Background: an optimization exercise with open tools, aiming at small area. Do not read the settings as production practice. The RTL was checked by simulation tests, not by an equivalence proof against the original design.

### config.mk
export PLATFORM = sky130hd
export DESIGN_NAME = snake_game_top
export DESIGN_NICKNAME = snake_game_top
export VERILOG_FILES = /design/flow/design.v
export SDC_FILE = /design/flow/constraint.sdc
export NUM_CORES = 4
export LEC_CHECK = 0
export CAP_MARGIN = 20
export CORE_MARGIN = 2
export CORE_UTILIZATION = 40
export SLEW_MARGIN = 20
### constraint.sdc
create_clock -name core_clock -period 10.0 [get_ports {clock_25}]
set_input_delay 2.0000 -clock core_clock [delete_from_list [all_inputs] [get_ports {clock_25}]]
set_output_delay 2.0000 -clock core_clock [all_outputs]
set_load 0.01 [all_outputs]
### design.v
`default_nettype none
package snake_pkg;
    typedef struct packed {
        logic [7-1:0] x;     
        logic [7-1:0] y;     
    } cell_t;
    typedef enum logic [1:0] {
        HEAD_UP    = 2'd0,
        HEAD_DOWN  = 2'd1,
        HEAD_LEFT  = 2'd2,
        HEAD_RIGHT = 2'd3
    } heading_t;
    typedef enum logic [2:0] {
        IDLE         = 3'd0,
        WAIT         = 3'd1,
        COLLISION    = 3'd2,
        MOVING       = 3'd3,
        MOVE_DONE    = 3'd4,
        EATEN_FRUIT  = 3'd5,
        FRUIT_UPDATE = 3'd6,
        RESET_IDLE   = 3'd7
    } game_state_t;
    typedef struct packed {
        logic move;      
        logic grow;      
        logic place;     
        logic restart;   
    } game_ctrl_t;
    typedef struct packed {
        logic turn_right;
        logic turn_left;
    } turn_t;
endpackage
`default_nettype wire
`timescale 1ns/1ps
`default_nettype none
module button_sync (
    input  wire              clock_25,
    input  wire              reset,
    input  wire              turn_right_button,
    input  wire              turn_left_button,
    output snake_pkg::turn_t presses
);
    logic [1:0] raw_buttons;
    logic [1:0] stage_new;   
    logic [1:0] stage_old;   
    assign raw_buttons = {turn_right_button, turn_left_button};
    always_ff @(posedge clock_25 or negedge reset) begin
        if (!reset) begin
            stage_new <= '0;
            stage_old <= '0;
            presses   <= '0;
        end else begin
            stage_new <= raw_buttons;
            stage_old <= stage_new;
            presses.turn_right <= stage_new[1] & ~stage_old[1];
            presses.turn_left  <= stage_new[0] & ~stage_old[0];
        end
    end
endmodule
`default_nettype wire
`timescale 1ns/1ps
`default_nettype none
module snake_control (
    input  wire                   clock_25,
    input  wire                   reset,
    input  wire snake_pkg::turn_t presses,
    input  wire                   game_tick,
    input  wire                   head_crash,
    input  wire                   fruit_hit,
    input  wire                   fruit_bad,
    output snake_pkg::game_ctrl_t ctrl,
    output logic                  check_move,
    output logic                  started,
    output logic                  game_over
);
    snake_pkg::game_state_t state;
    snake_pkg::game_state_t state_next;
    logic        any_press;
    assign any_press = presses.turn_right | presses.turn_left;   
    always_ff @(posedge clock_25 or negedge reset) begin
        if (!reset) state <= snake_pkg::RESET_IDLE;
        else        state <= state_next;
    end
    always_comb begin
        state_next = state;                              
        case (state)
            snake_pkg::RESET_IDLE:   state_next = snake_pkg::IDLE;
            snake_pkg::IDLE:         if (any_press) state_next = snake_pkg::WAIT;     
            snake_pkg::WAIT:         if (game_tick) state_next = snake_pkg::MOVING;
            snake_pkg::MOVING:       state_next = snake_pkg::MOVE_DONE;
            snake_pkg::MOVE_DONE: begin
                if (head_crash)     state_next = snake_pkg::COLLISION;
                else if (fruit_hit) state_next = snake_pkg::EATEN_FRUIT;
                else                state_next = snake_pkg::WAIT;
            end
            snake_pkg::EATEN_FRUIT:  state_next = snake_pkg::FRUIT_UPDATE;
            snake_pkg::FRUIT_UPDATE: if (!fruit_bad) state_next = snake_pkg::WAIT;    
            snake_pkg::COLLISION:    if (any_press) state_next = snake_pkg::RESET_IDLE;
            default:      state_next = snake_pkg::RESET_IDLE;
        endcase
    end
    always_comb begin
        ctrl         = '0;
        ctrl.move    = (state == snake_pkg::MOVING);
        ctrl.grow    = (state == snake_pkg::EATEN_FRUIT);
        ctrl.place   = (state == snake_pkg::FRUIT_UPDATE);
        ctrl.restart = (state == snake_pkg::RESET_IDLE);
    end
    assign started   = (state == snake_pkg::WAIT)      || (state == snake_pkg::MOVING) ||
                       (state == snake_pkg::MOVE_DONE) || (state == snake_pkg::EATEN_FRUIT) ||
                       (state == snake_pkg::FRUIT_UPDATE);
    assign game_over = (state == snake_pkg::COLLISION);
    assign check_move = (state == snake_pkg::MOVING);
endmodule
`default_nettype wire
`timescale 1ns/1ps
`default_nettype none
module snake_steering (
    input  wire                        clock_25,
    input  wire                        reset,
    input  wire snake_pkg::turn_t      presses,
    input  wire snake_pkg::game_ctrl_t ctrl,
    input  wire                        started,
    input  wire snake_pkg::heading_t   travel,     
    output snake_pkg::heading_t        heading
);
    snake_pkg::turn_t    turn_req;      
    snake_pkg::heading_t turned;
    always_ff @(posedge clock_25 or negedge reset) begin
        if (!reset) begin
            turn_req <= '0;
        end else if (ctrl.restart) begin
            turn_req <= '0;
        end else if (started && (presses.turn_right || presses.turn_left)) begin
            if (presses.turn_right && presses.turn_left) turn_req <= '0;   
            else                                         turn_req <= presses;
        end else if (ctrl.move) begin
            turn_req <= '0;                              
        end
    end
    always_comb begin
        turned = travel;
        case (travel)
            snake_pkg::HEAD_UP:    turned = turn_req.turn_right ? snake_pkg::HEAD_RIGHT : snake_pkg::HEAD_LEFT;
            snake_pkg::HEAD_RIGHT: turned = turn_req.turn_right ? snake_pkg::HEAD_DOWN  : snake_pkg::HEAD_UP;
            snake_pkg::HEAD_DOWN:  turned = turn_req.turn_right ? snake_pkg::HEAD_LEFT  : snake_pkg::HEAD_RIGHT;
            snake_pkg::HEAD_LEFT:  turned = turn_req.turn_right ? snake_pkg::HEAD_UP    : snake_pkg::HEAD_DOWN;
            default:    turned = travel;
        endcase
    end
    always_ff @(posedge clock_25 or negedge reset) begin
        if (!reset)                                     heading <= snake_pkg::HEAD_RIGHT;
        else if (ctrl.restart)                          heading <= snake_pkg::HEAD_RIGHT;   
        else if (turn_req.turn_right || turn_req.turn_left) heading <= turned;
    end
endmodule
`default_nettype wire
`timescale 1ns/1ps
`default_nettype none
module snake_body (
    input  wire                        clock_25,
    input  wire                        reset,
    input  wire snake_pkg::game_ctrl_t ctrl,
    input  wire snake_pkg::heading_t   heading,
    output snake_pkg::cell_t           head,
    output snake_pkg::heading_t        travel,      
    output logic [6-1:0] length,
    input  wire [6:0]                  score,       
    output logic                       head_crash,  
    input  wire snake_pkg::cell_t      cand,        
    input  wire snake_pkg::cell_t      cand_next,   
    input  wire                        check_move,  
    output logic                       fruit_bad    
);
    localparam int CB     = 7;
    localparam int SEGS   = 63 - 1;          
    localparam int X_LAST = 124 - 1;
    localparam int Y_LAST = 81 - 1;
    localparam int G      = 7;                           
    localparam int NG     = (SEGS + G - 1) / G;
    localparam int RW     = 3;                           
    logic [SEGS-1:0] step_u;     
    logic [SEGS-1:0] step_v;
    snake_pkg::cell_t head_step;
    logic  fresh;                
    logic  self_hit;
    logic  wall_hit;
    logic  body_hit;
    always_comb begin
        head_step = head;
        case (heading)
            snake_pkg::HEAD_UP:    if (head.y != '0)         head_step.y = head.y - CB'(1);
            snake_pkg::HEAD_DOWN:  if (head.y != CB'(Y_LAST)) head_step.y = head.y + CB'(1);
            snake_pkg::HEAD_LEFT:  if (head.x != '0)         head_step.x = head.x - CB'(1);
            snake_pkg::HEAD_RIGHT: if (head.x != CB'(X_LAST)) head_step.x = head.x + CB'(1);
            default:    head_step = head;
        endcase
    end
    logic len_full;                      
    always_ff @(posedge clock_25 or negedge reset) begin
        if (!reset) begin
            head.x   <= CB'(8);
            head.y   <= CB'(40);
            len_full <= 1'b0;
        end else if (ctrl.restart) begin
            head.x   <= CB'(8);             
            head.y   <= CB'(40);
            len_full <= 1'b0;
        end else begin
            if (ctrl.move) head <= head_step;
            if (ctrl.grow && length == 6'(63 - 1))
                len_full <= 1'b1;
        end
    end
    assign length = len_full ? 6'(63)
                             : 6'(6) + score[6-1:0];
    always_ff @(posedge clock_25) begin
        if (ctrl.restart) begin
            step_u[6-2:0] <= '1;
            step_v[6-2:0] <= '1;
        end else if (ctrl.move) begin
            step_u <= {step_u[SEGS-2:0], heading[0]};
            step_v <= {step_v[SEGS-2:0], ~(heading[1] ^ heading[0])};
        end
    end
    always_ff @(posedge clock_25) begin
        if (ctrl.move) begin
            fresh   <= 1'b0;
        end else if (ctrl.grow && length != 6'(63)) begin
            fresh   <= 1'b1;
        end
    end
    assign travel = snake_pkg::heading_t'({~(step_u[0] ^ step_v[0]), step_u[0]});
    logic [7:0] dx, dy;                  
    logic [8:0] du, dv, du1, dv1;
    logic [7:0] ku, kv;                  
    assign dx  = {1'b0, head.x} - {1'b0, cand_next.x};
    assign dy  = {1'b0, head.y} - {1'b0, cand_next.y};
    assign du  = {dx[7], dx} + {dy[7], dy};
    assign dv  = {dx[7], dx} - {dy[7], dy};
    assign du1 = du + 9'd1;
    assign dv1 = dv + 9'd1;
    assign ku  = du1[8:1];
    assign kv  = dv1[8:1];
    logic [5:0] q_ku, q_kv;              
    logic       q_far;
    logic       q_odd;                   
    always_ff @(posedge clock_25) begin
        q_ku  <= ku[5:0];
        q_kv  <= kv[5:0];
        q_far <= (ku[7:5] != 3'b000 && ku[7:5] != 3'b111) ||
                 (kv[7:5] != 3'b000 && kv[7:5] != 3'b111);
        q_odd <= du[0];
    end
    logic [5:0] pu, pv;
    logic       far, odd;
    assign pu  = check_move ? {5'd0, !heading[0]} : q_ku;
    assign pv  = check_move ? {5'd0, heading[1] ^ heading[0]} : q_kv;
    assign far = !check_move && q_far;
    assign odd = check_move || q_odd;
    logic [SEGS-1:0] active;
    logic [6-1:0] nvalid;     
    assign nvalid = length - 6'(1) - 6'(fresh | check_move);
    for (genvar i = 0; i < SEGS; i++) begin : g_act
        assign active[i] = (nvalid > 6'(i));
    end
    logic [6:0] tu [0:NG];
    logic [6:0] tv [0:NG];
    assign tu[0] = {pu[5], pu};
    assign tv[0] = {pv[5], pv};
    logic [SEGS-1:0] hit;
    for (genvar k = 0; k < NG; k++) begin : g_grp
        localparam int N    = (SEGS - k*G < G) ? SEGS - k*G : G;
        localparam int NODD = (k*G + N) / 2 - (k*G) / 2;     
        logic [3:0] cu, cv;
        always_comb begin
            cu = '0;
            cv = '0;
            for (int j = 0; j < N; j++) begin
                cu = cu + 4'(step_u[k*G+j]);
                cv = cv + 4'(step_v[k*G+j]);
            end
        end
        assign tu[k+1] = tu[k] + 7'(NODD) - 7'(cu);
        assign tv[k+1] = tv[k] + 7'(NODD) - 7'(cv);
        logic [6:0] ou, ov;
        logic in_u, in_v;
        assign ou   = tu[k] + 7'(NODD);
        assign ov   = tv[k] + 7'(NODD);
        assign in_u = (ou <= 7'(N));
        assign in_v = (ov <= 7'(N));
        logic [RW-1:0] ru [0:N];
        logic [RW-1:0] rv [0:N];
        assign ru[0] = tu[k][RW-1:0];
        assign rv[0] = tv[k][RW-1:0];
        for (genvar j = 0; j < N; j++) begin : g_seg
            if ((k*G + j) % 2 == 0) begin : g_even
                assign ru[j+1] = ru[j] - RW'(step_u[k*G+j]);
                assign rv[j+1] = rv[j] - RW'(step_v[k*G+j]);
            end else begin : g_odd
                assign ru[j+1] = ru[j] + RW'(!step_u[k*G+j]);
                assign rv[j+1] = rv[j] + RW'(!step_v[k*G+j]);
            end
            assign hit[k*G+j] = in_u && in_v && (ru[j+1] == '0) && (rv[j+1] == '0) &&
                                active[k*G+j];
        end
    end
    logic [SEGS-1:0] odd_mask;
    for (genvar i = 0; i < SEGS; i++) begin : g_par
        assign odd_mask[i] = (i % 2 == 1);
    end
    assign body_hit = !far && (odd ? |(hit & ~odd_mask) : |(hit & odd_mask));
    assign wall_hit = (head.x == '0          && heading == snake_pkg::HEAD_LEFT)  ||
                      (head.x == CB'(X_LAST) && heading == snake_pkg::HEAD_RIGHT) ||
                      (head.y == '0          && heading == snake_pkg::HEAD_UP)    ||
                      (head.y == CB'(Y_LAST) && heading == snake_pkg::HEAD_DOWN);
    logic check_q;
    always_ff @(posedge clock_25) begin
        if (check_move) check_q <= wall_hit || body_hit;
        else            check_q <= body_hit || (cand == head) ||
                                   (cand.x >= CB'(124 - 1)) ||
                                   (cand.y >= CB'(81 - 1));
    end
    assign self_hit  = check_q;
    assign fruit_bad = check_q;
    assign head_crash = self_hit | wall_hit;
endmodule
`default_nettype wire
`timescale 1ns/1ps
`default_nettype none
module fruit_keeper (
    input  wire                        clock_25,
    input  wire                        reset,
    input  wire snake_pkg::game_ctrl_t ctrl,
    input  wire snake_pkg::cell_t      head,
    input  wire                        fruit_bad,   
    output snake_pkg::cell_t           cand,        
    output snake_pkg::cell_t           cand_next,   
    output snake_pkg::cell_t           fruit,
    output logic                       fruit_hit,
    output logic [6:0]                 score
);
    localparam int CB = 7;
    logic [CB-1:0] lfsr_x;
    logic [CB-1:0] lfsr_y;
    snake_pkg::cell_t         candidate;
    always_ff @(posedge clock_25 or negedge reset) begin
        if (!reset) begin
            lfsr_x <= CB'(28);
            lfsr_y <= CB'(48);
        end else begin
            lfsr_x <= {lfsr_x[CB-2:0], lfsr_x[6] ^ lfsr_x[5]};
            lfsr_y <= {lfsr_y[CB-2:0], lfsr_y[6] ^ lfsr_y[5]};
        end
    end
    assign candidate = {lfsr_x, lfsr_y};
    always_ff @(posedge clock_25 or negedge reset) begin
        if (!reset) begin
            fruit.x <= CB'(9);
            fruit.y <= CB'(40);
            score   <= '0;
        end else if (ctrl.restart) begin
            fruit.x <= CB'(9);              
            fruit.y <= CB'(40);
            score   <= '0;
        end else if (ctrl.grow) begin
            fruit <= candidate;                          
            if (score == 7'(99)) score <= '0;
            else                          score <= score + 7'd1;
        end else if (ctrl.place && fruit_bad) begin
            fruit <= candidate;                          
        end
    end
    assign cand      = candidate;
    assign cand_next = {lfsr_x[CB-2:0], lfsr_x[6] ^ lfsr_x[5],
                        lfsr_y[CB-2:0], lfsr_y[6] ^ lfsr_y[5]};
    assign fruit_hit = (fruit == head);
endmodule
`default_nettype wire
`timescale 1ns/1ps
`default_nettype none
module snake_game_top (
    input  wire                        clock_25,
    input  wire                        reset,
    input  wire                        turn_right_button,
    input  wire                        turn_left_button,
    input  wire                        game_tick,
    output snake_pkg::cell_t           head,
    output snake_pkg::cell_t           fruit,
    output logic [6-1:0] length,
    output logic [6:0]                 score,
    output logic                       started,
    output logic                       game_over
);
    snake_pkg::turn_t      presses;     
    snake_pkg::game_ctrl_t ctrl;        
    snake_pkg::heading_t   heading;
    snake_pkg::heading_t   travel;      
    snake_pkg::cell_t      cand;        
    snake_pkg::cell_t      cand_next;   
    logic       head_crash;
    logic       fruit_hit;
    logic       fruit_bad;
    logic       check_move;
    button_sync button_sync_i (
        .clock_25          (clock_25),
        .reset             (reset),
        .turn_right_button (turn_right_button),
        .turn_left_button  (turn_left_button),
        .presses           (presses)
    );
    snake_control snake_control_i (
        .clock_25   (clock_25),
        .reset      (reset),
        .presses    (presses),
        .game_tick  (game_tick),
        .head_crash (head_crash),
        .fruit_hit  (fruit_hit),
        .fruit_bad  (fruit_bad),
        .ctrl       (ctrl),
        .check_move (check_move),
        .started    (started),
        .game_over  (game_over)
    );
    snake_steering snake_steering_i (
        .clock_25 (clock_25),
        .reset    (reset),
        .presses  (presses),
        .ctrl     (ctrl),
        .started  (started),
        .travel   (travel),
        .heading  (heading)
    );
    snake_body snake_body_i (
        .clock_25   (clock_25),
        .reset      (reset),
        .ctrl       (ctrl),
        .heading    (heading),
        .head       (head),
        .travel     (travel),
        .length     (length),
        .score      (score),
        .head_crash (head_crash),
        .cand       (cand),
        .cand_next  (cand_next),
        .check_move (check_move),
        .fruit_bad  (fruit_bad)
    );
    fruit_keeper fruit_keeper_i (
        .clock_25  (clock_25),
        .reset     (reset),
        .ctrl      (ctrl),
        .head      (head),
        .fruit_bad (fruit_bad),
        .cand      (cand),
        .cand_next (cand_next),
        .fruit     (fruit),
        .fruit_hit (fruit_hit),
        .score     (score)
    );
endmodule
`default_nettype wire
### flow/run.sh
#!/bin/bash
# Own layout flow: the standard flow (standard.sh) with these changes:
# - synthesis: synth_recipe.tcl unchanged except that the adder step is skipped
#   (ADDER_MAP_FILE empty) and abc maps with the script in mk_synth.sh at the real
#   clock period (10000 ps). Registers are the same as in the standard synthesis:
#   same passes before and after, same flop mapping.
# - every port still gets its buffer, but a buf_1 instead of a delay buffer;
# - clock tree synthesis with clkbuf_4 buffers, clusters of at most 12 sinks within
#   40 um, and without dummy loads.
set -euo pipefail
cd "$(dirname "$0")/.."
bash flow/mk_synth.sh synth_recipe.tcl > my_synth.tcl
bash standard.sh SYNTH_SCRIPT="$PWD/my_synth.tcl" ADDER_MAP_FILE= ABC_CLOCK_PERIOD_IN_PS=10000 \
    BUFFER_PORTS_ARGS="-buffer_cell sky130_fd_sc_hd__buf_1" \
    CTS_ARGS="-sink_clustering_enable -repair_clock_nets -dont_use_dummy_load -buf_list sky130_fd_sc_hd__clkbuf_4 -sink_clustering_size 12 -sink_clustering_max_diameter 40" \
    finish > standard.log 2>&1
### flow/mk_synth.sh
#!/bin/bash
# Called by run.sh: writes my_synth.tcl from synth_recipe.tcl (argument 1).
# Same synthesis, except that the final abc mapping runs an area-oriented script:
# deep AIG resynthesis (&deepsyn, bounded in time), then delay-aware
# restructuring and mapping (&synch2, &nf at the clock period).
head -1 "$1"
cat <<'T'
proc abc {args} {
  set keep {}
  set skip 0
  foreach a $args {
    if {$skip} { set skip 0; continue }
    if {$a eq "-script"} { set skip 1; continue }
    lappend keep $a
  }
  lappend keep -script "+strash;&get -n;&deepsyn -T 600;&synch2;&nf {D};&put"
  yosys abc {*}$keep
}
T
tail -n +2 "$1"
### standard.sh
#!/bin/bash
# synth_recipe.tcl (not shown) runs the flow's synth.tcl, then flattens the netlist and writes it again
# the make line also repeats each setting of config.mk as NAME=value (left out here)
make -C /OpenROAD-flow-scripts/flow DESIGN_CONFIG=/design/flow/config.mk WORK_HOME=/design/flow/orfs CLKGATE_MAP_FILE= SYNTH_SCRIPT=/design/flow/synth_recipe.tcl "${@:-finish}"
==> run notes, run 1 <==
Summed over its instances, the top area cell type makes up 19.7% of the synthesized netlist area. STA classifies the critical path endpoint as a register. Gates resized during post-CTS repair numbered 0. The synthesized design contains 114 enable-type register cells. The detail-routed via count per cell works out to 5.79. The tools report the cell at the root of the clock tree as sky130_fd_sc_hd__clkbuf_4. The tools report the total core area as 43,000 um^2. Averaged over all synthesized cells, the footprint is 8.79 um^2. The async set or reset register ratio after synthesis came out at 31.0%. The worst setup path is launched from a register.

The worst hold slack was 0.368 ns. At the worst endpoint, the required time is 10.54 ns. For the number of cells produced by synthesis, the log shows 1,975. The number of nets in the final layout is 2,093. The post-synthesis cell type with the largest combined area was sky130_fd_sc_hd__edfxtp_1. The run gives 0 as the hold violation count in the final report. For the final routed database, the setup TNS stands at 0 ns. The flop and latch count out of synthesis came out at 203. The count of placed standard cells in the final layout, fillers left out was 2,673. Measured against its own limit, the worst slew margin works out to 23.5%.

By area the synthesized netlist is led by sky130_fd_sc_hd__edfxtp_1, sky130_fd_sc_hd__xnor2_1, sky130_fd_sc_hd__xor2_1, sky130_fd_sc_hd__dfrtp_1, sky130_fd_sc_hd__nor2_1. Data arrives at the worst endpoint at 9.45 ns. The sum of routed wire length over all layers is 51.1 mm.

The logs give 0 for the setup violation total in the final timing report and 0 for the number of maximum-capacitance violations. The final setup skew is 0.121 ns, and the die outline height is 212 um. Across every metal layer, demand over resource in global routing totals 22.8%. Clock tree synthesis found a total of 203 sinks. The number of setup buffers added after CTS is 0.

The initial utilization of the core area, before any placement, comes to 40.4%. TritonCTS built the clock tree. The shortest period the worst path allows was 8.91 ns; the sequential area share after synthesis was 31.9%. In the final layout, the multi-input gates occupy 11,600 um^2. The run gives 14,300 as the via count of the first global-routing pass. The maximum net fanout on the critical path is 14. After detailed routing, the average wire length per cell comes to 19.1 um. For the number of synthesis warnings, the log shows 25. The width of the chip was 212 um; the DRC violation total after the first TritonRoute iteration was 1,378.

The count of nets left with antenna violations after detail routing is 0, and the number of antenna violations at the first check in global routing is 2. The logs give 45,100 um^2 for the die outline area and 3 for the maximum clock path buffer count. The run gives 68 as the number of distinct library cells after synthesis. Entering global routing, the biggest net connects 64 pins. The share of the cycle needed by the critical path after routing is 89.1%, and the maximum level of the CTS H-tree is 2. The critical path start-end classification was register to register. Clock tree synthesis inserted a total of 41 buffers. In the final layout, flip-flops and latches occupy 5540 um^2.

The path class of the tightest hold or removal check is register to register. The number of max-slew violations in the final report is 0. The number of nets in the synthesized netlist is 1,980. At the pin with the least slew margin, the transition time is 1.14 ns.

The run gives 38.2 mm as the HPWL reported at the end of detailed placement. Among all flip-flop cells after synthesis, the most frequent one is sky130_fd_sc_hd__edfxtp_1. Setup repair after global routing left no endpoint under its margin.

For this run the aggregate overflow at the end of global routing stands at 0. The number of remaining DRC errors was 0; the clock transition time at the flip-flop clock pins of the worst setup and hold paths was 0.09 ns. In this run the tool buffered the top-level ports with 47 buffer cells. The filler cells instantiated in the layout total 4,344. 48 I/O pins were placed. The run gives 0 as the number of buffers inserted for hold repair after clock tree synthesis. The congestion estimate from routability-driven global placement came to 0.939.

Detailed routing inserted a total of 15,500 vias. The first global-routing pass estimated 80.7 mm of wire. The maximum clock rate is 112 MHz. Once placement completed, the tool counted placed cells totaling 2,630.

Compared with the post-synthesis result, the final layout area differs by 8.10%. The cell area that synthesis handed to floorplanning was 17,400 um^2. In this design, the stage delay of the slowest critical-path cell is 0.68 ns. Walking the worst path, the cells encountered are xor3_1 > xnor3_1 > xor2_1 > xnor2_1 > nor2_1 > xor2_1 > xnor3_1 > xor2_1 > xor3_1 > xnor2_1 > xor2_1 > xnor2_1 > nor3b_1 > xnor3_1 > xnor2_1 > xnor3_1 > mux2_1 > nor2_1 > o22ai_1 > a21oi_1 > nor3_1 > o31ai_1 > a21oi_1. The first-pass detailed-route iteration total came out at 6.

The flow ran to the end and the layout has no timing, DRC or antenna violations. The ratio of cells with drive above 1 in the final layout is 4.03%, and the clock network latency to the later pin of the worst-skew pair is 0.78 ns. The cell with the largest stage delay on the worst path is sky130_fd_sc_hd__xor3_1. Row generation in the floorplan step produced 76 rows.
-- kinds of logic after synthesis --
kind of cell / Yosys count / share of synthesized area (%)
compound gates: 488 / 18.0
fa+ha+maj: 38 / 2.19
mux: 36 / 2.13
flops: 203 / 31.9
buf+inv: 53 / 1.15
simple gates: 734 / 20.1
xor+xnor: 423 / 24.5
-- layer usage --
metal | up-vias | global-route usage (%) | wire length (um)
li1 | 7466 | - | -
met1 | 7424 | 32.8 | 24200
met2 | 491 | 34.6 | 22200
met3 | 98 | 4.05 | 3270
met4 | 0 | 7.07 | 1430
met5 | - | 0 | 0
-- registers in the layout, summed over array words and instances, names as in the netlist --
name                       count
button_sync_i.presses          2
button_sync_i.stage_new        2
button_sync_i.stage_old        2
fruit_keeper_i.fruit          14
fruit_keeper_i.lfsr_x          7
fruit_keeper_i.lfsr_y          7
fruit_keeper_i.score           7
snake_body_i.check_q           1
snake_body_i.fresh             1
snake_body_i.head             14
snake_body_i.len_full          1
snake_body_i.q_far             1
snake_body_i.q_ku              6
snake_body_i.q_kv              6
snake_body_i.q_odd             1
snake_body_i.step_u           62
snake_body_i.step_v           62
snake_control_i.state          3
snake_steering_i.heading       2
snake_steering_i.turn_req      2
-- path summary, 6_finish.rpt --
check                                           startpoint                          to  slack (ns)  cells after the start
worst max-delay path                snake_body_i.step_u[0]        snake_body_i.check_q        1.09                     23
worst min-delay path            button_sync_i.stage_new[0]  button_sync_i.stage_old[0]        0.37                      0
worst max register to register      snake_body_i.step_u[0]        snake_body_i.check_q        1.09                     23
worst min register to register  button_sync_i.stage_new[0]  button_sync_i.stage_old[0]        0.37                      0
max in group asynchronous                            reset    button_sync_i.presses[0]        8.05                      2
min in group asynchronous                            reset     fruit_keeper_i.score[6]        1.38                      2
-- per-stage QoR --
step | setup WS, ns | util, % | cell area [um^2]
floorplan | 1.98 | - | 17400
global placement | 1.34 | 42.9 | 18500
detailed placement | 1.09 | 42.9 | 18500
CTS | 1.08 | 43.7 | 18800
global route | 0.312 | 43.7 | 18800
finish | 1.09 | 43.7 | 18800
-- synth_stat cells, types with 17 or more instances --
cell type	count
sky130_fd_sc_hd__edfxtp_1	114
sky130_fd_sc_hd__maj3_1	38
sky130_fd_sc_hd__nand2b_1	26
sky130_fd_sc_hd__mux2i_1	28
sky130_fd_sc_hd__dfstp_2	17
sky130_fd_sc_hd__a31oi_1	29
sky130_fd_sc_hd__a21oi_1	123
sky130_fd_sc_hd__a22o_1	18
sky130_fd_sc_hd__nand3_1	50
sky130_fd_sc_hd__and3_1	21
sky130_fd_sc_hd__o21ai_0	123
sky130_fd_sc_hd__dfxtp_1	26
sky130_fd_sc_hd__dfrtp_1	46
sky130_fd_sc_hd__nor3_1	72
sky130_fd_sc_hd__nand2_1	195
sky130_fd_sc_hd__and2_0	28
sky130_fd_sc_hd__or2_0	17
sky130_fd_sc_hd__xnor2_1	232
sky130_fd_sc_hd__nand4_1	19
sky130_fd_sc_hd__o22ai_1	23
sky130_fd_sc_hd__nor2b_1	26
sky130_fd_sc_hd__clkinv_1	53
sky130_fd_sc_hd__nor2_1	215
sky130_fd_sc_hd__xor2_1	152
sky130_fd_sc_hd__xnor3_1	32
-- worst max-delay path: cells and delay by family (launching register included) --
kind            cells  cell delay (ns)
xor+xnor           14             6.34
flops               1             0.61
compound gates      4             0.56
mux                 1             0.36
simple gates        4             0.88
-- layout by cell type, fill, tap and decap left out, drive strengths merged, types with 41 or more instances in the layout --
master  count
buf        70
xnor2     232
a21oi     123
nor3       72
edfxtp    114
xor2      152
nor2      215
nand2     195
clkinv     52
dfrtp      46
clkbuf     41
nand3      50
o21ai     123
-- layout make-up --
class	instances	area share (%)
inverters	53	1.07
clock buffers	41	1.64
diodes	2	0.0267
multi-input cells	1719	62.0
repair buffers	70	1.87
flip-flops and latches	203	29.5
well taps	585	3.90
==> inputs of run 2 (changes only) <==
--- a/flow/mk_synth.sh
+++ b/flow/mk_synth.sh
@@ -14,5 +14,5 @@
     lappend keep $a
   }
-  lappend keep -script "+strash;&get -n;&deepsyn -T 600;&synch2;&nf {D};&put"
+  lappend keep -script "+strash;&get -n;&deepsyn -T 900;&synch2;&nf {D};&put"
   yosys abc {*}$keep
 }
==> run 2 against run 1 <==
Effect of this change:
- still clean
- area after synthesis down 1.8%
- hold slack better by 0.013 ns
- final area down 2.4%
- critical endpoint unchanged
- largest cell class unchanged
==> run notes, run 2 <==
The final core utilization came out at 43.6% (-0.088 points). The number of CTS-inserted buffers was 39 (-4.9%). The final RePlAce weighted congestion is 0.938 (-0.13%), and the shortest period the worst path allows is 9.02 ns (+0.114 ns). The placed instance area is 18,000 um^2 (-2.4%). The global route total overflow was 0 (unchanged); the number of distinct library cells after synthesis was 73 (+7.4%).

The number of synthesized flops with an enable pin was 114 (unchanged). The worst setup path is launched from a register. The worst hold path belongs to the class register to register. The number of maximum-capacitance violations was 0 (unchanged); the number of rows in the core area was 75 (-1.3%).

The largest registers in the layout are snake_body_i.step_u x62, snake_body_i.step_v x62. The number of max-slew violations in the final report came out at 0 (unchanged). The tools report the DRC violation total after the first TritonRoute iteration as 1,207 (-12%). The starting density of the core is 40.6% (+0.18 points). The data arrival time of the worst path was 9.60 ns (+0.15 ns). The signed area change from the synthesized netlist to the final layout is 7.40%, and the finished layout cell area is 18,300 um^2 (-2.4%). The share of the cycle needed by the critical path after routing is 90.2% (+1.1 points). The flow ran to the end and the layout has no timing, DRC or antenna violations. The maximum clock path buffer count is 3 (unchanged). The number of remaining DRC errors was 0 (unchanged). The most frequent cell after synthesis was sky130_fd_sc_hd__xnor2_1. The tools report the tightest slew margin relative to the limit as 40.2% (+17 points). For the setup violation total in the final timing report, the log shows 0 (unchanged). The average footprint of a synthesized cell works out to 8.77 um^2 (-0.24%). The number of cells produced by synthesis was 1,945 (-1.5%); the width of the chip was 211 um (-0.86%). The run gives 0 (unchanged) as the number of setup buffers added after CTS. The run gives 15,300 (-1.4%) as the via count. Number of placed I/O pins: 48 (unchanged). The run gives 42,000 um^2 (-2.2%) as the total core area.

Flop and latch count out of synthesis: 203 (unchanged). The logs give 1,950 (-1.5%) for the synthesized netlist net count and 0.978 ns (-0.114 ns) for the final worst slack. The share of the synthesized area in the top cell type came out at 20.1% (+0.35 points). The clock network latency to the later pin of the worst-skew pair is 0.78 ns (about the same). The detail-routed via count per cell was 5.91 (+2.0%); the maximum number of pins on one net before global-route repair was 67 (+4.7%). The most used flip-flop cell after synthesis is sky130_fd_sc_hd__edfxtp_1. The logs give 0 ns (unchanged) for the aggregate negative setup slack and 1.14 ns (+0.0513 ns) for the worst setup timing slack at the placement stage. The run gives 10.58 ns (+0.04 ns) as the data required time of the critical path. Leaving out fill and tap cells, the most frequent cell in the layout is sky130_fd_sc_hd__xnor2_1.

Maximum level of the CTS H-tree: 2 (unchanged). Setup repair after global routing left no endpoint under its margin. The tools report the cell at the root of the clock tree as sky130_fd_sc_hd__clkbuf_4.

The logs give 51.0 mm (-0.17%) for the sum of routed wire length over all layers and 2,545 (-3.2%) for the cell total after placement. Maximum clock rate: 111 MHz (-1.3%). The count of nets left with antenna violations after detail routing came out at 0 (unchanged). Post-synthesis cell type with the largest combined area: sky130_fd_sc_hd__edfxtp_1.

The port buffer count was 47 (unchanged). Hold violation count in the final report: 0 (unchanged). The HPWL reported at the end of detailed placement was 39.3 mm (+2.8%). Netlist area before placement: 17,100 um^2 (-1.8%).

The final-layout fill cell count is 4,194 (-3.5%), and the first-pass detailed-route iteration total is 7 (+1). The number of antenna violations at the first check in global routing is 1 (-1), and the number of synthesis warnings is 25 (unchanged). The via count of the first global-routing pass was 14,500 (+1.5%); the maximum net fanout on the critical path was 11 (-3).

The clock net sink count is 203 (unchanged). Final setup skew: 0.156 ns (+0.0351 ns). The async set or reset register ratio after synthesis was 31.0% (unchanged); the overall fraction of global-route tracks in use was 22.9% (+0.15 points). The ratio of cells with drive above 1 in the final layout is 3.57% (-0.46 points). The clock transition time at the flip-flop clock pins of the worst setup and hold paths is 0.11 ns (+0.02 ns). The routed wirelength normalized by instance count is 19.7 um (+3.2%). The die outline height came out at 211 um (-0.86%).

STA classifies the critical path endpoint as a register. For the number of nets in the final layout, the log shows 2,052 (-2.0%).

The sequential area share after synthesis came out at 32.5% (+0.57 points). Ranked by total cell area, the synthesized netlist is headed by sky130_fd_sc_hd__edfxtp_1, sky130_fd_sc_hd__xnor2_1, sky130_fd_sc_hd__dfrtp_1, sky130_fd_sc_hd__xor2_1, sky130_fd_sc_hd__nand2_1. Die outline area: 44,300 um^2 (-1.7%). The pin slew with the least headroom to its limit came out at 0.874 ns (-0.269 ns). TritonCTS built the clock tree. In the layout the commonest cells are sky130_fd_sc_hd__xnor2_1, sky130_fd_sc_hd__nand2_1, sky130_fd_sc_hd__nor2_1. The worst setup path is of the register to register kind. Count of placed standard cells in the final layout, fillers left out: 2,585 (-3.3%). In the synthesized netlist, the cells that appear most often are sky130_fd_sc_hd__xnor2_1, sky130_fd_sc_hd__nand2_1, sky130_fd_sc_hd__nor2_1, sky130_fd_sc_hd__a21oi_1, sky130_fd_sc_hd__o21ai_0. The global-route wire length before repair came out at 80.3 mm (-0.48%).
[run 2: final cells by class]
| cell class | instances | area (um^2) | share of cell area [%] |
|---|---|---|---|
| diodes | 1 | 2.50 | 0.0137 |
| clock buffers | 39 | 293 | 1.60 |
| well taps | 539 | 674 | 3.68 |
| repair buffers | 61 | 283 | 1.54 |
| flip-flops and latches | 203 | 5540 | 30.2 |
| multi-input cells | 1688 | 11300 | 61.8 |
| inverters | 54 | 205 | 1.12 |
[run 2: kinds of logic (layout without fill, tap and decap cells)]
kind of cell    count (synthesis)  in the layout  share of synthesized area (%)
simple gates                  718            718                           20.2
compound gates                519            519                           19.9
xor+xnor                      393            393                           22.8
flops                         203            203                           32.5
buf+inv                        54            154                           1.19
fa+ha+maj                      36             36                           2.11
mux                            22             22                           1.33
other cells                     0              1                              0
[run 2: worst paths after layout]
check                                             end  slack, ns  cells past startpoint                        from
hold reg to reg            button_sync_i.stage_old[0]       0.38                      0  button_sync_i.stage_new[0]
hold / removal             button_sync_i.stage_old[0]       0.38                      0  button_sync_i.stage_new[0]
max in group asynchronous     fruit_keeper_i.score[3]       8.01                      2                       reset
setup reg to reg                 snake_body_i.check_q       0.98                     25      snake_body_i.step_v[0]
setup / recovery                 snake_body_i.check_q       0.98                     25      snake_body_i.step_v[0]
min in group asynchronous        snake_body_i.head[0]       1.40                      2                       reset
[run 2: per-layer routing]
layer | routed length (um) | track usage [%] | vias up
met5 | 0 | 0 | -
met4 | 2110 | 10.2 | 0
met3 | 2830 | 3.62 | 110
met2 | 23400 | 37.5 | 494
met1 | 22700 | 29.9 | 7293
li1 | - | - | 7371
[run 2: repair_timing]
| item | in CTS | in global routing |
|---|---|---|
| setup endpoints to repair | 0 | 1 |
| resized for setup | 0 | 1 |
| hold buffers | 0 | 0 |
[run 2: worst max-delay path, cell delays in order, from the launching register on]
cell and delay, ns:
sky130_fd_sc_hd__dfxtp_1 0.52, sky130_fd_sc_hd__xnor3_1 0.58, sky130_fd_sc_hd__xnor3_1 0.42, sky130_fd_sc_hd__xnor2_1 0.18, sky130_fd_sc_hd__buf_4 0.20, sky130_fd_sc_hd__xnor3_1 0.58
sky130_fd_sc_hd__xor2_1 0.58, sky130_fd_sc_hd__xnor2_1 0.29, sky130_fd_sc_hd__nand2_1 0.13, sky130_fd_sc_hd__xnor3_1 0.56, sky130_fd_sc_hd__xnor3_1 0.59, sky130_fd_sc_hd__xnor3_1 0.56
sky130_fd_sc_hd__xor2_1 0.40, sky130_fd_sc_hd__xnor2_1 0.30, sky130_fd_sc_hd__mux2i_1 0.34, sky130_fd_sc_hd__xnor3_1 0.40, sky130_fd_sc_hd__xnor2_1 0.41, sky130_fd_sc_hd__xnor2_1 0.27
sky130_fd_sc_hd__or4b_1 0.47, sky130_fd_sc_hd__nand2_1 0.09, sky130_fd_sc_hd__a22oi_1 0.09, sky130_fd_sc_hd__o32ai_1 0.17, sky130_fd_sc_hd__o311ai_0 0.24, sky130_fd_sc_hd__a31oi_1 0.20
sky130_fd_sc_hd__o21bai_1 0.08, sky130_fd_sc_hd__a22oi_1 0.18
[run 2: through the flow]
step                      hold WS, ns
after CTS                       0.384
after global routing            0.374
after floorplan                 0.347
after global placement          0.353
final                           0.382
after detailed placement        0.360
==> inputs of run 3 (changes only) <==
--- a/flow/run.sh
+++ b/flow/run.sh
@@ -6,6 +6,5 @@
 #   same passes before and after, same flop mapping.
 # - every port still gets its buffer, but a buf_1 instead of a delay buffer;
-# - clock tree synthesis with clkbuf_4 buffers, clusters of at most 12 sinks within
-#   40 um, and without dummy loads.
+# - clock tree synthesis with clkbuf_4 buffers and without dummy loads.
 set -euo pipefail
 cd "$(dirname "$0")/.."
@@ -13,4 +12,4 @@
 bash standard.sh SYNTH_SCRIPT="$PWD/my_synth.tcl" ADDER_MAP_FILE= ABC_CLOCK_PERIOD_IN_PS=10000 \
     BUFFER_PORTS_ARGS="-buffer_cell sky130_fd_sc_hd__buf_1" \
-    CTS_ARGS="-sink_clustering_enable -repair_clock_nets -dont_use_dummy_load -buf_list sky130_fd_sc_hd__clkbuf_4 -sink_clustering_size 12 -sink_clustering_max_diameter 40" \
+    CTS_ARGS="-sink_clustering_enable -repair_clock_nets -dont_use_dummy_load -buf_list sky130_fd_sc_hd__clkbuf_4" \
     finish > standard.log 2>&1
==> run 3 against run 2 <==
Effect of this change:
- core utilization up 0.30 points
- flip-flop and latch count did not move
- highest routed layer unchanged
- synthesized cell count unchanged
==> run notes, run 3 <==
The flow ran to the end and the layout has no timing, DRC or antenna violations. The clock transition time at the flip-flop clock pins of the worst setup and hold paths is 0.06 ns (-0.05 ns), and the number of buffers inserted for hold repair after clock tree synthesis is 0 (unchanged). Commonest register cell after synthesis: sky130_fd_sc_hd__edfxtp_1. Detail-routed via count per cell: 5.91 (about the same). The commonest cells after synthesis are sky130_fd_sc_hd__xnor2_1, sky130_fd_sc_hd__nand2_1, sky130_fd_sc_hd__nor2_1, sky130_fd_sc_hd__a21oi_1, sky130_fd_sc_hd__o21ai_0.

The final worst slack was 1.06 ns (+0.0784 ns). Setup repair after global routing left no endpoint under its margin. The number of distinct library cells after synthesis was 73 (unchanged); the clock network latency to the later pin of the worst-skew pair was 0.78 ns (about the same).

The worst setup path is captured at a register. The sequential area share after synthesis was 32.5% (unchanged). The most used cell along the critical path is sky130_fd_sc_hd__xnor3_1. Leaving out fill and tap cells, the most frequent cell in the layout is sky130_fd_sc_hd__xnor2_1. The tools report the number of setup buffers added after CTS as 0 (unchanged).

The number of CTS-inserted buffers is 57 (+46%), and the average footprint of a synthesized cell is 8.77 um^2 (unchanged). The tools report the clock net sink count as 203 (unchanged). The run gives 1 (unchanged) as the number of antenna violations at the first check in global routing.

The global route total overflow was 0 (unchanged); the worst hold slack was 0.368 ns (-0.0133 ns). The buffer and inverter count on the worst path is 1 (unchanged). The HPWL reported at the end of detailed placement is 39.3 mm (unchanged). STA classifies the critical path startpoint as a register. The critical path start-end classification is register to register.

The data required time of the critical path is 10.67 ns (+0.09 ns), and the ratio of cells with drive above 1 in the final layout is 4.36% (+0.79 points). The number of maximum-capacitance violations is 0 (unchanged). The largest registers in the layout are snake_body_i.step_u x62, snake_body_i.step_v x62. The final RePlAce weighted congestion was 0.938 (unchanged). The run gives 1,950 (unchanged) as the synthesized netlist net count.

For the count of placed standard cells in the final layout, fillers left out, the log shows 2,603 (+0.70%). The highest cell delay on the worst timing path was 0.59 ns (about the same). The maximum number of pins on one net before global-route repair was 67 (unchanged); the sum of routed wire length over all layers was 51.3 mm (+0.62%). The routed wirelength normalized by instance count is 19.7 um (about the same), and the number of synthesis warnings is 25 (unchanged). The cell class contributing the biggest share of worst-path delay was XOR/XNOR gates.

The tools report the number of nets in the final layout as 2,070 (+0.88%). For the maximum level of the CTS H-tree, the log shows 2 (unchanged). The root buffer cell chosen for the clock tree is sky130_fd_sc_hd__clkbuf_4. The largest individual stage delay along the critical path comes from the cell sky130_fd_sc_hd__xnor3_1. The shortest period the worst path allows is 8.94 ns (-0.0784 ns).

For the starting density of the core, the log shows 40.6% (unchanged). The setup violation total in the final timing report was 0 (unchanged); the share of the cycle needed by the critical path after routing was 89.4% (-0.78 points). The tools report the first-pass detailed-route iteration total as 7 (unchanged). The port buffer count works out to 47 (unchanged). The final setup skew is 0.105 ns (-0.0511 ns), and the tightest slew margin relative to the limit is 37.9% (-2.3 points). For the cell total after placement, the log shows 2,545 (unchanged). The global-route wire length before repair came out at 80.8 mm (+0.60%). The number of synthesized flops with an enable pin is 114 (unchanged), and the count of nets left with antenna violations after detail routing is 0 (unchanged). For the maximum clock path buffer count, the log shows 3 (unchanged).

The number of remaining DRC errors is 0 (unchanged). TritonCTS built the clock tree. The signed area change from the synthesized netlist to the final layout was 8.15%; the die outline height was 211 um (unchanged).

The width of the chip came out at 211 um (unchanged). The worst min-delay path class was register to register. The via count of the first global-routing pass is 14,700 (+1.4%).

The number of rows in the core area came out at 75 (unchanged). The async set or reset register ratio after synthesis was 31.0% (unchanged). The count of instances resized after the clock tree is built came out at 0 (unchanged). The maximum net fanout on the critical path is 11 (unchanged), and the total core area is 42,000 um^2 (unchanged).

The share of the synthesized area in the top cell type is 20.1% (unchanged). The final-layout fill cell count was 4,182 (-0.29%). The netlist area before placement is 17,100 um^2 (unchanged), and the flop and latch count out of synthesis is 203 (unchanged). The run gives 0 (unchanged) as the hold violation count in the final report.

Number of cells produced by synthesis: 1,945 (unchanged). The largest total area in the synthesized netlist belongs to sky130_fd_sc_hd__edfxtp_1. The run gives 112 MHz (+0.88%) as the maximum clock rate. The via count was 15,400 (+0.77%); the overall fraction of global-route tracks in use was 23.0% (+0.10 points). For the aggregate negative setup slack, the log shows 0 ns (unchanged).

The library cells used most frequently in the layout, excluding fill and tap cells, are sky130_fd_sc_hd__xnor2_1, sky130_fd_sc_hd__nand2_1, sky130_fd_sc_hd__nor2_1. The number of max-slew violations in the final report came out at 0 (unchanged). The worst setup timing slack at the placement stage is 1.14 ns (unchanged). The logs give 1,149 (-4.8%) for the DRC violation total after the first TritonRoute iteration and 48 (unchanged) for the number of placed I/O pins. By area the synthesized netlist is led by sky130_fd_sc_hd__edfxtp_1, sky130_fd_sc_hd__xnor2_1, sky130_fd_sc_hd__dfrtp_1, sky130_fd_sc_hd__xor2_1, sky130_fd_sc_hd__nand2_1.

The pin slew with the least headroom to its limit is 0.908 ns (+0.0335 ns), and the die outline area is 44,300 um^2 (unchanged). The most frequent cell after synthesis is sky130_fd_sc_hd__xnor2_1. The data arrival time of the worst path was 9.61 ns (about the same).
[run 3: cell counts after synthesis]
No cell type changed its count.
[run 3: logic make-up (layout without fill, tap and decap cells)]
logic type               count (synthesis)  in the layout  synth area share, %
flip-flops                             203            203                 32.5
XOR/XNOR                               393            393                 22.8
adder cells (fa/ha/maj)                 36             36                 2.11
AND/OR/NAND/NOR                        718            718                 20.2
AO/OA/AOI/OAI                          519            519                 19.9
multiplexers                            22             22                 1.33
other                                    0              1                    0
buffers and inverters                   54            172                 1.19
[run 3: worst register-to-register path, stage by stage (launching register included)]
cell                       delay, ns
sky130_fd_sc_hd__dfxtp_1        0.51
sky130_fd_sc_hd__xnor3_1        0.58
sky130_fd_sc_hd__xnor3_1        0.42
sky130_fd_sc_hd__xnor2_1        0.18
sky130_fd_sc_hd__buf_4          0.20
sky130_fd_sc_hd__xnor3_1        0.59
sky130_fd_sc_hd__xor2_1         0.59
sky130_fd_sc_hd__xnor2_1        0.30
sky130_fd_sc_hd__nand2_1        0.13
sky130_fd_sc_hd__xnor3_1        0.56
sky130_fd_sc_hd__xnor3_1        0.59
sky130_fd_sc_hd__xnor3_1        0.56
sky130_fd_sc_hd__xor2_1         0.40
sky130_fd_sc_hd__xnor2_1        0.30
sky130_fd_sc_hd__mux2i_1        0.34
sky130_fd_sc_hd__xnor3_1        0.41
sky130_fd_sc_hd__xnor2_1        0.40
sky130_fd_sc_hd__xnor2_1        0.27
sky130_fd_sc_hd__or4b_1         0.47
sky130_fd_sc_hd__nand2_1        0.09
sky130_fd_sc_hd__a22oi_1        0.09
sky130_fd_sc_hd__o32ai_1        0.16
sky130_fd_sc_hd__o311ai_0       0.24
sky130_fd_sc_hd__a31oi_1        0.20
sky130_fd_sc_hd__o21bai_1       0.08
sky130_fd_sc_hd__a22oi_1        0.18
[run 3: layer usage]
layer / GRT usage (%) / wire length [um]
met5: 0 / 0
met4: 11.2 / 2240
met3: 3.75 / 2960
met2: 37.3 / 23500
met1: 29.9 / 22600
[run 3: path summary, 6_finish.rpt]
kind / slack (ns) / depth (start not counted) / end / start
setup / recovery: 1.06 / 25 / snake_body_i.check_q / snake_body_i.step_v[0]
hold / removal: 0.37 / 0 / button_sync_i.stage_old[0] / button_sync_i.stage_new[0]
setup reg to reg: 1.06 / 25 / snake_body_i.check_q / snake_body_i.step_v[0]
hold reg to reg: 0.37 / 0 / button_sync_i.stage_old[0] / button_sync_i.stage_new[0]
max in group asynchronous: 8.05 / 2 / fruit_keeper_i.score[4] / reset
min in group asynchronous: 1.34 / 2 / fruit_keeper_i.fruit[1] / reset
[run 3: cell type report]
class	instances	area, um^2	share of cell area [%]
Sequential cell	203	5540	30.0
Clock buffer	57	428	2.32
Inverter	54	205	1.11
Antenna cell	1	2.50	0.0136
Multi-Input combinational cell	1688	11300	61.3
Timing Repair Buffer	61	283	1.53
Tap cell	539	674	3.65
[run 3: per-stage QoR]
stage          instance area, um^2  utilization [%]
6_report                     18500             43.9
3_3_place_gp                 18000             42.9
3_5_place_dp                 18000             42.9
5_1_grt                      18500             43.9
2_1_floorplan                17100                -
4_1_cts                      18400             43.9

-- port drivers added, routing unchanged --
Ports are ideal in the flow. The routed layouts listed here were re-timed in OpenROAD. Step 1 (the two cells are an assumption about what drives the block):
set clk [get_ports {clock_25}]
set_driving_cell -lib_cell sky130_fd_sc_hd__clkbuf_16 $clk
set_driving_cell -lib_cell sky130_fd_sc_hd__buf_2 [delete_from_list [all_inputs] $clk]
Step 2, shift: input delay + t, output delay - t, t = (earliest + latest rising clock arrival at the registers) / 2. This alone moves slack from input paths to output paths. Three values: no drivers, after step 1, after step 2; two values: the first two.
run | t, ns | slack for setup (ns) | worst setup path at the end | latest minus earliest clock arrival (ns) | worst slew at a driven data input, ns
run 1 | 0.766 | 1.092 / 1.092 / 1.092 | register to register | 0.122 / 0.122 | 0.03
run 2 | 0.755 | 0.978 / 0.978 / 0.978 | register to register | 0.157 / 0.156 | 0.04
run 3 | 0.802 | 1.056 / 1.056 / 1.056 | register to register | 0.150 / 0.149 | 0.04
After both steps setup and hold are still met in every run listed.
